Background: an optimization exercise with open tools, aiming at a short achievable clock period and few clock cycles. Do not read the settings as production practice. At most, simulation tests tie the RTL to the original design; equivalence was not proved. Power figures rest on the tool's default switching activity, not on a simulated workload.

==> garnet <==
==> flow/design.v <==
`timescale 1ns/1ps
module dcache_dec16 (
    input  logic [3:0]  idx_i,
    output logic [15:0] sel_o
);
    always_comb for (int i = 0; i < 16; i++) sel_o[i] = (idx_i == i);
endmodule
module dcache_dec64 (
    input  logic [3:0]  idx_i,
    input  logic [1:0]  word_i,
    input  logic        ack_i,
    output logic [63:0] sel_o,
    output logic [3:0]  msel_o
);
    always_comb begin
        for (int i = 0; i < 16; i++)
            for (int w = 0; w < 4; w++)
                sel_o[4*i+w] = !ack_i && (idx_i == i) && (word_i == w);
        for (int w = 0; w < 4; w++) msel_o[w] = ack_i && (word_i == w);
    end
endmodule
module dcache_aoN #(
    parameter int N = 16
) (
    input  logic [N-1:0] sel_i,
    input  logic [N-1:0] d_i,
    output logic         y_o
);
    assign y_o = |(sel_i & d_i);
endmodule
module dcache_hit (
    input  logic [15:0]     sel_i,
    input  logic [15:0]     valid_i,
    input  logic [16*24-1:0] tags_i,
    input  logic [23:0]     tag_i,
    output logic            hit_o
);
    always_comb begin
        hit_o = 1'b0;
        for (int i = 0; i < 16; i++)
            hit_o = hit_o | (sel_i[i] && valid_i[i] && (tags_i[24*i +: 24] == tag_i));
    end
endmodule
module dcache_ctrl #(
    parameter int INDEX_BITS = 4
) (
    input  logic         clk_i,
    input  logic         rst_i,
    input  logic         cpu_req_i,
    input  logic         cpu_we_i,
    input  logic [31:0]  cpu_addr_i,
    input  logic [31:0]  cpu_data_i,
    output logic [31:0]  cpu_data_o,
    output logic         cpu_stall_o,
    output logic         mem_req_o,
    output logic         mem_we_o,
    output logic [31:0]  mem_addr_o,
    output logic [127:0] mem_data_o,
    input  logic [127:0] mem_data_i,
    input  logic         mem_ack_i
);
    localparam int LINES    = 1 << INDEX_BITS;
    localparam int TAG_BITS = 28 - INDEX_BITS;
    logic [LINES-1:0]      r_valid;
    logic [LINES-1:0]      r_dirty;
    logic [TAG_BITS-1:0]   r_tag  [LINES];
    logic [127:0]          r_data [LINES];
    logic [INDEX_BITS-1:0] w_index;
    logic [TAG_BITS-1:0]   w_tag;
    logic [1:0]            w_word;
    logic                  w_hit;
    logic                  w_victim_dirty;
    logic                  w_wb_done;
    logic                  w_fill_done;
    logic                  w_store_hit;
    logic [127:0]          w_fill_line;
    logic                  w_unused;
    logic [LINES-1:0]      w_sel;
    logic [4*LINES-1:0]    w_rsel;
    logic [3:0]            w_msel;
    logic [LINES-1:0]      w_vd;
    logic [LINES*TAG_BITS-1:0] w_tags;
    logic [TAG_BITS-1:0]   w_victim_tag;
    logic [127:0]          w_line;
    assign w_word   = cpu_addr_i[3:2];
    assign w_index  = cpu_addr_i[INDEX_BITS+3:4];
    assign w_tag    = cpu_addr_i[31:INDEX_BITS+4];
    assign w_unused = ^cpu_addr_i[1:0];
    always_comb begin
        for (int i = 0; i < LINES; i++) begin
            w_vd[i] = r_valid[i] & r_dirty[i];
            w_tags[TAG_BITS*i +: TAG_BITS] = r_tag[i];
        end
    end
    dcache_dec16 u_dec16 (.idx_i(w_index), .sel_o(w_sel));
    dcache_dec64 u_dec64 (.idx_i(w_index), .word_i(w_word), .ack_i(mem_ack_i),
                          .sel_o(w_rsel), .msel_o(w_msel));
    dcache_hit u_hit (.sel_i(w_sel), .valid_i(r_valid), .tags_i(w_tags), .tag_i(w_tag),
                      .hit_o(w_hit));
    dcache_aoN #(.N(LINES)) u_vd (.sel_i(w_sel), .d_i(w_vd), .y_o(w_victim_dirty));
    for (genvar k = 0; k < TAG_BITS; k++) begin : g_vtag
        logic [LINES-1:0] col;
        always_comb for (int i = 0; i < LINES; i++) col[i] = r_tag[i][k];
        dcache_aoN #(.N(LINES)) u_ao (.sel_i(w_sel), .d_i(col), .y_o(w_victim_tag[k]));
    end
    for (genvar k = 0; k < 128; k++) begin : g_line
        logic [LINES-1:0] col;
        always_comb for (int i = 0; i < LINES; i++) col[i] = r_data[i][k];
        dcache_aoN #(.N(LINES)) u_ao (.sel_i(w_sel), .d_i(col), .y_o(w_line[k]));
    end
    for (genvar b = 0; b < 32; b++) begin : g_rd
        logic [4*LINES+3:0] col;
        always_comb begin
            for (int i = 0; i < LINES; i++)
                for (int w = 0; w < 4; w++) col[4*i+w] = r_data[i][32*w+b];
            for (int w = 0; w < 4; w++) col[4*LINES+w] = mem_data_i[32*w+b];
        end
        dcache_aoN #(.N(4*LINES+4)) u_ao (.sel_i({w_msel, w_rsel}), .d_i(col),
                                          .y_o(cpu_data_o[b]));
    end
    assign mem_req_o   = cpu_req_i && !w_hit;
    assign mem_we_o    = w_victim_dirty;
    assign mem_addr_o  = {w_victim_dirty ? w_victim_tag : w_tag, w_index, 4'b0000};
    assign mem_data_o  = w_line;
    assign w_wb_done   = cpu_req_i && mem_ack_i && w_victim_dirty;
    assign w_fill_done = cpu_req_i && mem_ack_i && !w_victim_dirty;
    assign w_store_hit = cpu_req_i && w_hit && cpu_we_i;
    assign cpu_stall_o = cpu_req_i && !w_hit && !(mem_ack_i && !w_victim_dirty);
    always_comb begin
        w_fill_line = mem_data_i;
        if (cpu_we_i) w_fill_line[{w_word, 5'b00000} +: 32] = cpu_data_i;
    end
    always_ff @(posedge clk_i or posedge rst_i) begin
        if (rst_i) begin
            r_valid <= '0;
            r_dirty <= '0;
        end else if (w_fill_done) begin
            r_valid[w_index] <= 1'b1;
            r_dirty[w_index] <= cpu_we_i;
        end else if (w_wb_done) begin
            r_dirty[w_index] <= 1'b0;
        end else if (w_store_hit) begin
            r_dirty[w_index] <= 1'b1;
        end
    end
    always_ff @(posedge clk_i) begin
        if (w_fill_done) begin
            r_data[w_index] <= w_fill_line;
            r_tag[w_index]  <= w_tag;
        end else if (w_store_hit) begin
            r_data[w_index][{w_word, 5'b00000} +: 32] <= cpu_data_i;
        end
    end
endmodule
==> flow/run.sh <==
#!/bin/bash
# synth_recipe.tcl (not shown) runs the flow's synth.tcl, then flattens the netlist and writes it again
# the make line also repeats each setting of config.mk as NAME=value (left out here)
make -C /OpenROAD-flow-scripts/flow DESIGN_CONFIG=/design/flow/config.mk WORK_HOME=/design/flow/orfs CLKGATE_MAP_FILE= SYNTH_SCRIPT=/design/flow/synth_recipe.tcl finish
==> flow/config.mk <==
export PLATFORM = sky130hd
export DESIGN_NAME = dcache_ctrl
export DESIGN_NICKNAME = dcache_ctrl
export VERILOG_FILES = /design/flow/design.v
export SDC_FILE = /design/flow/constraint.sdc
export NUM_CORES = 4
export LEC_CHECK = 0
export CAP_MARGIN = 20
export CORE_MARGIN = 2
export CORE_UTILIZATION = 40
export PLACE_DENSITY = 0.6
export SETUP_SLACK_MARGIN = 2.5
export SLEW_MARGIN = 20
export SYNTH_HIERARCHICAL = 1
export TNS_END_PERCENT = 5
==> flow/constraint.sdc <==
create_clock -name core_clock -period 7.0 [get_ports {clk_i}]
set_input_delay 1.4000 -clock core_clock [delete_from_list [all_inputs] [get_ports {clk_i}]]
set_output_delay 1.4000 -clock core_clock [all_outputs]
set_load 0.01 [all_outputs]
==> amber (differences from garnet) <==
==> flow/design.v (replaced) <==
`timescale 1ns/1ps
module dcache_ctrl #(
    parameter int INDEX_BITS = 4
) (
    input  logic         clk_i,
    input  logic         rst_i,
    input  logic         cpu_req_i,
    input  logic         cpu_we_i,
    input  logic [31:0]  cpu_addr_i,
    input  logic [31:0]  cpu_data_i,
    output logic [31:0]  cpu_data_o,
    output logic         cpu_stall_o,
    output logic         mem_req_o,
    output logic         mem_we_o,
    output logic [31:0]  mem_addr_o,
    output logic [127:0] mem_data_o,
    input  logic [127:0] mem_data_i,
    input  logic         mem_ack_i
);
    localparam int LINES    = 1 << INDEX_BITS;
    localparam int TAG_BITS = 28 - INDEX_BITS;
    logic [LINES-1:0]      r_valid;
    logic [LINES-1:0]      r_dirty;
    logic [TAG_BITS-1:0]   r_tag  [LINES];
    logic [127:0]          r_data [LINES];
    logic [INDEX_BITS-1:0] w_index;
    logic [TAG_BITS-1:0]   w_tag;
    logic [1:0]            w_word;
    logic [LINES-1:0]      w_match;
    logic                  w_hit;
    logic                  w_victim_dirty;
    logic                  w_wb_done;
    logic                  w_fill_done;
    logic                  w_store_hit;
    logic [127:0]          w_fill_line;
    logic                  w_unused;
    assign w_word   = cpu_addr_i[3:2];
    assign w_index  = cpu_addr_i[INDEX_BITS+3:4];
    assign w_tag    = cpu_addr_i[31:INDEX_BITS+4];
    assign w_unused = ^cpu_addr_i[1:0];
    always_comb begin
        for (int i = 0; i < LINES; i++) begin
            w_match[i] = r_valid[i] && (r_tag[i] == w_tag);
        end
    end
    assign w_hit          = w_match[w_index];
    assign w_victim_dirty = r_valid[w_index] && r_dirty[w_index];
    assign mem_req_o   = cpu_req_i && !w_hit;
    assign mem_we_o    = w_victim_dirty;
    assign mem_addr_o  = w_victim_dirty ? {r_tag[w_index], w_index, 4'b0000}
                                        : {w_tag, w_index, 4'b0000};
    assign mem_data_o  = r_data[w_index];
    assign w_wb_done   = cpu_req_i && mem_ack_i && w_victim_dirty;
    assign w_fill_done = cpu_req_i && mem_ack_i && !w_victim_dirty;
    assign w_store_hit = cpu_req_i && w_hit && cpu_we_i;
    assign cpu_stall_o = cpu_req_i && !w_hit && !(mem_ack_i && !w_victim_dirty);
    assign cpu_data_o  = mem_ack_i ? mem_data_i[{w_word, 5'b00000} +: 32]
                                   : r_data[w_index][{w_word, 5'b00000} +: 32];
    always_comb begin
        w_fill_line = mem_data_i;
        if (cpu_we_i) w_fill_line[{w_word, 5'b00000} +: 32] = cpu_data_i;
    end
    always_ff @(posedge clk_i or posedge rst_i) begin
        if (rst_i) begin
            r_valid <= '0;
            r_dirty <= '0;
        end else if (w_fill_done) begin
            r_valid[w_index] <= 1'b1;
            r_dirty[w_index] <= cpu_we_i;
        end else if (w_wb_done) begin
            r_dirty[w_index] <= 1'b0;
        end else if (w_store_hit) begin
            r_dirty[w_index] <= 1'b1;
        end
    end
    always_ff @(posedge clk_i) begin
        if (w_fill_done) begin
            r_data[w_index] <= w_fill_line;
            r_tag[w_index]  <= w_tag;
        end else if (w_store_hit) begin
            r_data[w_index][{w_word, 5'b00000} +: 32] <= cpu_data_i;
        end
    end
endmodule
--- a/flow/config.mk
+++ b/flow/config.mk
@@ -11,5 +11,2 @@
 export PLACE_DENSITY = 0.6
-export SETUP_SLACK_MARGIN = 2.5
 export SLEW_MARGIN = 20
-export SYNTH_HIERARCHICAL = 1
-export TNS_END_PERCENT = 5
==> run summary <==
Outcome: complete, no violations
Clk tree area frac: 0.0603
Post-cts sizing count: 1321
Clk Latency, worst-skew pair: 980 ps
Sequential cell area share: 0.498
Hpwl dp: 381000 µm
Layout non-clock buf frac: 0.145
Met2 Use GR: 0.613
Source of the figures above: garnet

==> run summary <==
Outcome: complete, no violations
Met2 Use GR: 0.368
Clk tree area frac: 0.0676
Sequential cell area share: 0.618
Hpwl dp: 192000 µm
Clk Latency, worst-skew pair: 940 ps
Source of the figures above: amber

Testbench counts of amber, summed over its fixed seeds: cycles 177,591.
Function not checked in garnet: the RTL went through the layout flow alone.

* * *

==> build 10: inputs <==
dcache_ctrl, a different RTL version from the one above (not shown whole).
Design dcache_ctrl, start of the top module:
module dcache_ctrl #(
    parameter int INDEX_BITS = 4
) (
    input  logic         clk_i,
    input  logic         rst_i,
    input  logic         cpu_req_i,
    input  logic         cpu_we_i,
    input  logic [31:0]  cpu_addr_i,
    input  logic [31:0]  cpu_data_i,
    output logic [31:0]  cpu_data_o,
    output logic         cpu_stall_o,
    output logic         mem_req_o,
    output logic         mem_we_o,
    output logic [31:0]  mem_addr_o,
    output logic [127:0] mem_data_o,
    input  logic [127:0] mem_data_i,
    input  logic         mem_ack_i
);
export LEC_CHECK = 0
export CAP_MARGIN = 20
export CORE_MARGIN = 2
export CORE_UTILIZATION = 65
export PLACE_DENSITY = 0.75
export SETUP_SLACK_MARGIN = 3.0
export SLEW_MARGIN = 20
export SYNTH_HIERARCHICAL = 1
export TNS_END_PERCENT = 5
create_clock -name core_clock -period 7.0 [get_ports {clk_i}]
run.sh (not shown) runs the stock make flow with config.mk's settings and CLKGATE_MAP_FILE= SYNTH_SCRIPT=/design/flow/synth_recipe.tcl, a recipe that flattens the netlist after the stock synthesis.
==> build 60 (differences from build 10) <==
==> flow/design.v (replaced) <==
`timescale 1ns/1ps
module dcache_ctrl #(
    parameter int INDEX_BITS = 4
) (
    input  logic         clk_i,
    input  logic         rst_i,
    input  logic         cpu_req_i,
    input  logic         cpu_we_i,
    input  logic [31:0]  cpu_addr_i,
    input  logic [31:0]  cpu_data_i,
    output logic [31:0]  cpu_data_o,
    output logic         cpu_stall_o,
    output logic         mem_req_o,
    output logic         mem_we_o,
    output logic [31:0]  mem_addr_o,
    output logic [127:0] mem_data_o,
    input  logic [127:0] mem_data_i,
    input  logic         mem_ack_i
);
    localparam int LINES    = 1 << INDEX_BITS;
    localparam int TAG_BITS = 28 - INDEX_BITS;
    logic [LINES-1:0]      r_valid;
    logic [LINES-1:0]      r_dirty;
    logic [TAG_BITS-1:0]   r_tag  [LINES];
    logic [127:0]          r_data [LINES];
    logic [INDEX_BITS-1:0] w_index;
    logic [TAG_BITS-1:0]   w_tag;
    logic [1:0]            w_word;
    logic [LINES-1:0]      w_match;
    logic                  w_hit;
    logic                  w_victim_dirty;
    logic                  w_wb_done;
    logic                  w_fill_done;
    logic                  w_store_hit;
    logic [127:0]          w_fill_line;
    logic                  w_unused;
    assign w_word   = cpu_addr_i[3:2];
    assign w_index  = cpu_addr_i[INDEX_BITS+3:4];
    assign w_tag    = cpu_addr_i[31:INDEX_BITS+4];
    assign w_unused = ^cpu_addr_i[1:0];
    always_comb begin
        for (int i = 0; i < LINES; i++) begin
            w_match[i] = r_valid[i] && (r_tag[i] == w_tag);
        end
    end
    assign w_hit          = w_match[w_index];
    assign w_victim_dirty = r_valid[w_index] && r_dirty[w_index];
    assign mem_req_o   = cpu_req_i && !w_hit;
    assign mem_we_o    = w_victim_dirty;
    assign mem_addr_o  = w_victim_dirty ? {r_tag[w_index], w_index, 4'b0000}
                                        : {w_tag, w_index, 4'b0000};
    assign mem_data_o  = r_data[w_index];
    assign w_wb_done   = cpu_req_i && mem_ack_i && w_victim_dirty;
    assign w_fill_done = cpu_req_i && mem_ack_i && !w_victim_dirty;
    assign w_store_hit = cpu_req_i && w_hit && cpu_we_i;
    assign cpu_stall_o = cpu_req_i && !w_hit && !(mem_ack_i && !w_victim_dirty);
    assign cpu_data_o  = mem_ack_i ? mem_data_i[{w_word, 5'b00000} +: 32]
                                   : r_data[w_index][{w_word, 5'b00000} +: 32];
    always_comb begin
        w_fill_line = mem_data_i;
        if (cpu_we_i) w_fill_line[{w_word, 5'b00000} +: 32] = cpu_data_i;
    end
    always_ff @(posedge clk_i or posedge rst_i) begin
        if (rst_i) begin
            r_valid <= '0;
            r_dirty <= '0;
        end else if (w_fill_done) begin
            r_valid[w_index] <= 1'b1;
            r_dirty[w_index] <= cpu_we_i;
        end else if (w_wb_done) begin
            r_dirty[w_index] <= 1'b0;
        end else if (w_store_hit) begin
            r_dirty[w_index] <= 1'b1;
        end
    end
    always_ff @(posedge clk_i) begin
        if (w_fill_done) begin
            r_data[w_index] <= w_fill_line;
            r_tag[w_index]  <= w_tag;
        end else if (w_store_hit) begin
            r_data[w_index][{w_word, 5'b00000} +: 32] <= cpu_data_i;
        end
    end
endmodule
==> flow/config.mk (replaced) <==
export PLATFORM = sky130hd
export DESIGN_NAME = dcache_ctrl
export DESIGN_NICKNAME = dcache_ctrl
export VERILOG_FILES = /design/flow/design.v
export SDC_FILE = /design/flow/constraint.sdc
export NUM_CORES = 4
export LEC_CHECK = 0
export CAP_MARGIN = 20
export CORE_MARGIN = 2
export CORE_UTILIZATION = 40
export PLACE_DENSITY = 0.6
export SETUP_SLACK_MARGIN = 2.5
export SLEW_MARGIN = 20
export TNS_END_PERCENT = 5
==> summary of the runs <==
In build 60 the cell area is lower than in build 10, by about 0.9%. Via count: build 60 is lower than build 10 (about 17%). Between build 10 and build 60, the lower core utilization is in build 60 (gap 27 points). Setup slack: build 10 is higher than build 60 (1000 ps). Hold slack: build 10 is lower than build 60 (59 ps). Flip-flop and latch count: build 60 is lower than build 10 (184). Against build 10, the sequential power of build 60 is smaller by about 15%. Of build 60 and build 10, build 10 has the higher synthesized cell count (gap about 16%, measured against build 10). Of build 10 and build 60, build 10 has the higher combinational power (gap about 90%, measured against build 60). In build 60 the wire length is lower than in build 10, by 12%. Of build 60 and build 10, build 60 has the higher clock skew (gap 78 ps).
==> figures <==
Number of combinational gates with multiple inputs: build 60 1,894; build 10 2,444
Crit path to: build 60 cpu_data_o[19]; build 10 cpu_data_o[10]
Run status: build 60 finished clean; build 10 finished clean
Design Power: build 60 33,900 uW; build 10 40,400 uW
Power dissipated in sequential cells: build 60 16,600 uW; build 10 19,600 uW
Number of well taps: build 60 3,366; build 10 2,204
Number of cells upsized or downsized after cts: build 60 812; build 10 458
Total placed cells including tap cells: build 60 8,339; build 10 8,075
Final antenna diode count: build 60 10; build 10 45
Count of unique library cells instantiated by Yosys: build 60 57; build 10 63
Source of the critical timing path: build 60 cpu_addr_i[4]; build 10 cpu_addr_i[2]
Pin slew with the least headroom to its limit: build 60 1140 ps; build 10 1170 ps
Layout sequential cell count: build 60 2,464; build 10 2,648
Multi-input gate share of total cell area: build 60 21.9%; build 10 22.6%
Count of fill cells added during filler insertion: build 60 20,000; build 10 8,898
Final design utilization: build 60 50.3%; build 10 77.0%
Met1 Wirelength: build 60 125,000 um; build 10 114,000 um
Die Footprint: build 60 0.258 mm^2; build 10 0.171 mm^2
Sum of buffers and inverters on the critical path: build 60 7; build 10 5
Combinational share of power: build 60 10.1%; build 10 16.2%
Count of clock tree sinks: build 60 2,464; build 10 2,648
Clock buffers: build 60 328; build 10 351
Maximum number of pins on one net before global-route repair: build 60 48; build 10 147
Testbench counts of build 60, summed over its fixed seeds: cycles 177,591.
No functional check of the RTL was part of build 10.

[re-timing with driven ports]
The results above use ideal ports. As a check the final layouts listed here were re-extracted and re-timed, cells and wires unchanged.
Step 1 (the two cells are an assumption about what drives the block):
set clk [get_ports {clk_i}]
set_driving_cell -lib_cell sky130_fd_sc_hd__clkbuf_16 $clk
set_driving_cell -lib_cell sky130_fd_sc_hd__buf_2 [delete_from_list [all_inputs] $clk]
Step 2 also shifts input and output timing later by t, the mid clock arrival at the registers, as if the neighbouring blocks saw the same clock.
a / b / c = ideal / step 1 / step 2; a / b = the first two.
run	t, ns	slack for setup (ns)	hold WS [ns]	latest minus earliest clock arrival (ns)	worst register clock-pin slew, ns
garnet	1.043	1.449 / 1.354 / 1.067	0.482 / 0.482 / 0.482	0.079 / 0.079	0.07 / 0.07
amber	0.973	0.495 / 0.441 / 0.441	0.500 / 0.500 / 0.500	0.106 / 0.107	0.07 / 0.07
build 10	1.026	2.238 / 2.010 / 1.623	0.449 / 0.449 / 0.449	0.050 / 0.051	0.07 / 0.07
build 60	1.005	1.224 / 0.919 / 0.874	0.508 / 0.508 / 0.508	0.124 / 0.124	0.07 / 0.07
After both steps setup and hold are still met in every run listed. The setup slack of build 10, which loses most, moves by -0.228 ns with the drivers and by -0.615 ns with both steps.
